From an optimization exercise on the open Yosys and OpenROAD flow, aimed at small area and a short achievable clock period; shortcuts taken in it are not production practice. Only simulation tests tie the RTL to the original design; equivalence was not proved. Power figures rest on the tool's default switching activity, not on a simulated workload.

main:
==> flow/design.v (excerpt) <==
module mem_responder #(
  parameter int ADDR_BITS  = 6,
  parameter int RD_LATENCY = 1
) (
  input  logic                 clock,
  input  logic                 reset,
  input  logic [31:0]          Address,
  input  logic                 Wr,
  input  logic [31:0]          Datain,
  output logic [31:0]          Dataout,
  output logic                 rd_valid,
  output logic                 addr_err,
  input  logic                 ld_en,
  input  logic [ADDR_BITS-1:0] ld_addr,
  input  logic [31:0]          ld_data,
  output logic                 ld_clash
);
Size in the first run: about 1900 cells after synthesis, ~550 flip-flops, roughly 140 I/O pins, roughly 26000 um^2 of cells after synthesis.
make LEC_CHECK=0 CAP_MARGIN=20 CELL_PAD_IN_SITES_DETAIL_PLACEMENT=1 CELL_PAD_IN_SITES_GLOBAL_PLACEMENT=2 CORE_MARGIN=2 CORE_UTILIZATION=30 SETUP_SLACK_MARGIN=2.2 SLEW_MARGIN=20 finish   # period 5.0 ns
run.sh (not shown) runs the stock make flow with config.mk's settings and CLKGATE_MAP_FILE= SYNTH_SCRIPT=/design/flow/synth_recipe.tcl, a recipe that flattens the netlist after the stock synthesis.
The inputs of the feature branch differ from those of main as listed below.
==> flow/flow/run.sh (new file) <==
#!/bin/bash
# Own layout flow: the standard ORFS flow, with
#  - extra ORFS make variables from flow/make_vars.txt (one NAME=VALUE per line).
# Every tool's output goes to ORFS's own logs (orfs/logs/...) and the make output to flow_make.log.
set -euo pipefail
W=$(pwd)
F=$W/flow
{
  echo "proc abc {args} {"
  echo "  set i [lsearch -exact \$args -script]"
  echo "  if {\$i >= 0} { lset args [expr {\$i + 1}] {$F/abc.script} }"
  echo "  yosys abc {*}\$args"
  echo "}"
  cat "$W/synth_recipe.tcl"
} > "$W/own_synth.tcl"
vars=("SYNTH_SCRIPT=$W/own_synth.tcl")
if [[ -f $F/make_vars.txt ]]; then
  while IFS= read -r line; do
    [[ -z $line || $line == \#* ]] && continue
    vars+=("$line")
  done < "$F/make_vars.txt"
fi
bash "$W/standard.sh" "${vars[@]}" finish > "$W/flow_make.log" 2>&1
==> flow/flow/abc.script (new file) <==
strash
dch
map -B 0.9
topo
stime -c
buffer -c
upsize -c
dnsize -c
==> flow/flow/make_vars.txt (new file) <==
MATCH_CELL_FOOTPRINT=0
BUFFER_PORTS_ARGS=-buffer_cell sky130_fd_sc_hd__buf_2
==> flow/standard.sh (new file) <==
#!/bin/bash
# synth_recipe.tcl (not shown) runs the flow's synth.tcl, then flattens the netlist and writes it again
# the make line also repeats each setting of config.mk as NAME=value (left out here)
make -C /OpenROAD-flow-scripts/flow DESIGN_CONFIG=/design/flow/config.mk WORK_HOME=/design/flow/orfs CLKGATE_MAP_FILE= SYNTH_SCRIPT=/design/flow/synth_recipe.tcl "${@:-finish}"
diff --git a/flow/config.mk b/flow/config.mk
--- a/flow/config.mk
+++ b/flow/config.mk
@@ -7,2 +7,3 @@
 export LEC_CHECK = 0
+export ABC_AREA = 1
 export CAP_MARGIN = 20
@@ -12,3 +13,6 @@
 export CORE_UTILIZATION = 30
-export SETUP_SLACK_MARGIN = 2.2
+export CTS_BUF_LIST = sky130_fd_sc_hd__clkbuf_8
+export CTS_CLUSTER_DIAMETER = 80
+export CTS_CLUSTER_SIZE = 16
+export SETUP_SLACK_MARGIN = 2.6
 export SLEW_MARGIN = 20
removed: flow/run.sh
### Flow results
The feature branch finished end to end and its layout was clean on timing, DRC and antenna.
NOTE: total non-filler cell area in the finished layout in the feature branch falls short of that of main
Average wire length per cell after detail routing (lower): the feature branch
Diff main -> the feature branch: total global-route track usage moved down, post-route worst setup slack moved up.
Compared with main, in the feature branch vertical extent of the die lost 4.1%; worst max-slew margin expressed relative to the limit climbed 24 points.


Another version of the RTL of mem_responder (not shown whole).
For scale: roughly 1600 cells after synthesis, ~550 flip-flops, roughly 0.023 mm2 of cells after synthesis.
==> flow/config.mk <==
export PLATFORM = sky130hd
export DESIGN_NAME = mem_responder
export DESIGN_NICKNAME = mem_responder
export VERILOG_FILES = /design/flow/design.v
export SDC_FILE = /design/flow/constraint.sdc
export NUM_CORES = 4
export LEC_CHECK = 0
export ABC_AREA = 1
export CAP_MARGIN = 20
export CELL_PAD_IN_SITES_DETAIL_PLACEMENT = 1
export CELL_PAD_IN_SITES_GLOBAL_PLACEMENT = 2
export CORE_MARGIN = 2
export CORE_UTILIZATION = 30
export CTS_BUF_LIST = sky130_fd_sc_hd__clkbuf_8
export CTS_CLUSTER_DIAMETER = 80
export CTS_CLUSTER_SIZE = 16
export SETUP_SLACK_MARGIN = 2.6
export SLEW_MARGIN = 20
export SYNTH_HIERARCHICAL = 1
export SYNTH_MINIMUM_KEEP_SIZE = 0
==> flow/constraint.sdc <==
create_clock -name core_clock -period 5.0 [get_ports {clock}]
set_input_delay 1.0000 -clock core_clock [delete_from_list [all_inputs] [get_ports {clock}]]
set_output_delay 1.0000 -clock core_clock [all_outputs]
set_load 0.01 [all_outputs]
standard.sh (not shown) runs the stock make flow with config.mk's settings and CLKGATE_MAP_FILE= SYNTH_SCRIPT=/design/flow/synth_recipe.tcl, a recipe that flattens the netlist after the stock synthesis.
==> flow/flow/run.sh <==
#!/bin/bash
# Own layout flow: the standard ORFS flow, with
#  - extra ORFS make variables from flow/make_vars.txt (one NAME=VALUE per line),
#  - optionally, the ORFS make targets run one after another as flow/stages.txt lists them
#    (one per line: a target, then NAME=VALUE words that apply to that target only).
# Every tool's output goes to ORFS's own logs (orfs/logs/...); each make's output goes to
# flow_make_N.log in the folder this runs in.
set -euo pipefail
W=$(pwd)
F=$W/flow
{
  echo "proc abc {args} {"
  echo "  set i [lsearch -exact \$args -script]"
  echo "  if {\$i >= 0} { lset args [expr {\$i + 1}] {$F/abc.script} }"
  echo "  yosys abc {*}\$args"
  echo "}"
  cat "$W/synth_recipe.tcl"
} > "$W/own_synth.tcl"
vars=("SYNTH_SCRIPT=$W/own_synth.tcl")
if [[ -f $F/make_vars.txt ]]; then
  while IFS= read -r line; do
    [[ -z $line || $line == \#* ]] && continue
    vars+=("$line")
  done < "$F/make_vars.txt"
fi
n=0
if [[ -f $F/stages.txt ]]; then
  while read -r -a words; do
    [[ ${#words[@]} -eq 0 || ${words[0]} == \#* ]] && continue
    n=$((n + 1))
    bash "$W/standard.sh" "${vars[@]}" "${words[@]:1}" "${words[0]}" > "$W/flow_make_$n.log" 2>&1
  done < "$F/stages.txt"
else
  bash "$W/standard.sh" "${vars[@]}" finish > "$W/flow_make_1.log" 2>&1
fi
==> flow/flow/abc.script <==
strash
dch
map
topo
stime -c
==> flow/flow/make_vars.txt <==
MATCH_CELL_FOOTPRINT=0
BUFFER_PORTS_ARGS=-buffer_cell sky130_fd_sc_hd__buf_2
==> flow/flow/stages.txt <==
floorplan SETUP_SLACK_MARGIN=0
finish
The starting point ran to the end with no violations.
Edit:
==> flow/flow/stages.txt (replaced) <==
cts SETUP_SLACK_MARGIN=2.6
finish SETUP_SLACK_MARGIN=2.8
Effect: The changed run went through all stages and came out clean; cell area grows by about 3.4%; die area stays the same; register-to-register slack improved by 0.04 ns; cell count rose by 0.76%; synthesized cell count is unchanged; clock skew came out higher by 0.013 ns; utilization goes up by 1.4 points; wire length increases by 0.96%; total power rises by about 2%; first-iteration DRC count is lower by about 0.37%.
Edit:
==> flow/flow/run.sh (replaced) <==
#!/bin/bash
# Own layout flow: the standard ORFS flow, with
#  - extra ORFS make variables from flow/make_vars.txt (one NAME=VALUE per line).
# Every tool's output goes to ORFS's own logs (orfs/logs/...) and the make output to flow_make.log.
set -euo pipefail
W=$(pwd)
F=$W/flow
{
  echo "proc abc {args} {"
  echo "  set i [lsearch -exact \$args -script]"
  echo "  if {\$i >= 0} { lset args [expr {\$i + 1}] {$F/abc.script} }"
  echo "  yosys abc {*}\$args"
  echo "}"
  cat "$W/synth_recipe.tcl"
} > "$W/own_synth.tcl"
vars=("SYNTH_SCRIPT=$W/own_synth.tcl")
if [[ -f $F/make_vars.txt ]]; then
  while IFS= read -r line; do
    [[ -z $line || $line == \#* ]] && continue
    vars+=("$line")
  done < "$F/make_vars.txt"
fi
bash "$W/standard.sh" "${vars[@]}" finish > "$W/flow_make.log" 2>&1
--- a/flow/config.mk
+++ b/flow/config.mk
@@ -9 +9 @@
-export CAP_MARGIN = 20
+export CAP_MARGIN = 5
@@ -18 +18 @@
-export SLEW_MARGIN = 20
+export SLEW_MARGIN = 5
removed: flow/flow/stages.txt
After rerunning: Final cell count falls by 2.7%. Global-route usage is lower by 0.14 points. Flip-flop and latch count stays the same. Worst setup slack degrades by 0.0055 ns. Sequential power is about the same. Total power came out lower by 2.9%. Area after synthesis is unchanged.
Edit:
==> flow/flow/abc.script (replaced) <==
strash
dch
map -B 0.9
topo
stime -c
buffer -c
upsize -c
dnsize -c
--- a/flow/config.mk
+++ b/flow/config.mk
@@ -9 +9 @@
-export CAP_MARGIN = 5
+export CAP_MARGIN = 20
@@ -18 +18 @@
-export SLEW_MARGIN = 5
+export SLEW_MARGIN = 20
What happened: The changed run finished with timing, DRC and antenna clean. Cell area goes up by 11%. Register-to-register slack gains 0.09 ns. Core utilization goes down by 2.3 points. Synthesized cell count goes up by 110%. Power goes up by 11%. Worst setup slack loses 0.019 ns.
Edit:
==> flow/flow/abc.script (replaced) <==
strash
dch
map
topo
stime -c
The changed run completed without violations.
Area after synthesis goes down by about a fifth.
Count of clock-buffer cells in the layout stays the same.
Setup slack gets better by 0.0057 ns.
Combinational power is lower by a quarter to a third.
Global-route usage went up by 0.12 points.
Cell area goes down by roughly a tenth.
Total power shrinks by roughly a tenth.
Cell count went down by well over a third.
Via count decreases by about a fifth.
Routed wire length falls by roughly a tenth.
Die area shrinks by about a fifth.

## what the ideal ports hide
Ports are ideal in the flow. The routed layouts listed here were re-timed in OpenROAD.
Step 1: set_driving_cell puts a clkbuf_16 on clock and a buf_2 on each other input, an assumption about the parent block.
Step 2 times the ports against the registers' clock, not the clock port: input delays grow and output delays shrink by t, the midpoint of the rising clock arrivals with the driver on.
a / b / c = ideal ports / drivers / drivers and shift; a / b = the first two.
| run | shift t [ns] | setup WS [ns] | hold WS [ns] | worst setup path after step 2 | clock arrival spread, ns |
|---|---|---|---|---|---|
| main | 0.697 | 2.207 / 2.137 / 1.441 | 0.630 / 0.593 / 0.686 | input to register | 0.025 / 0.025 |
| the feature branch | 0.728 | 2.569 / 2.569 / 1.841 | 0.516 / 0.495 / 0.812 | input to register | 0.050 / 0.050 |
| the first run of note 2 | 0.715 | 2.511 / 2.540 / 1.825 | 0.267 / 0.238 / 0.767 | input to register | 0.036 / 0.036 |
| the second run of note 2 | 0.704 | 2.594 / 2.593 / 1.890 | 0.283 / 0.245 / 0.748 | input to register | 0.046 / 0.047 |
| the third run of note 2 | 0.703 | 2.589 / 2.546 / 1.843 | 0.280 / 0.251 / 0.751 | input to register | 0.046 / 0.046 |
| the fourth run of note 2 | 0.724 | 2.570 / 2.545 / 1.821 | 0.552 / 0.513 / 0.882 | input to register | 0.075 / 0.074 |
| the fifth run of note 2 | 0.699 | 2.575 / 2.564 / 1.865 | 0.272 / 0.237 / 0.761 | input to register | 0.042 / 0.042 |
After both steps setup and hold are still met in every run listed. The setup slack of main, which loses most, moves by -0.070 ns with the drivers and by -0.766 ns with both steps.
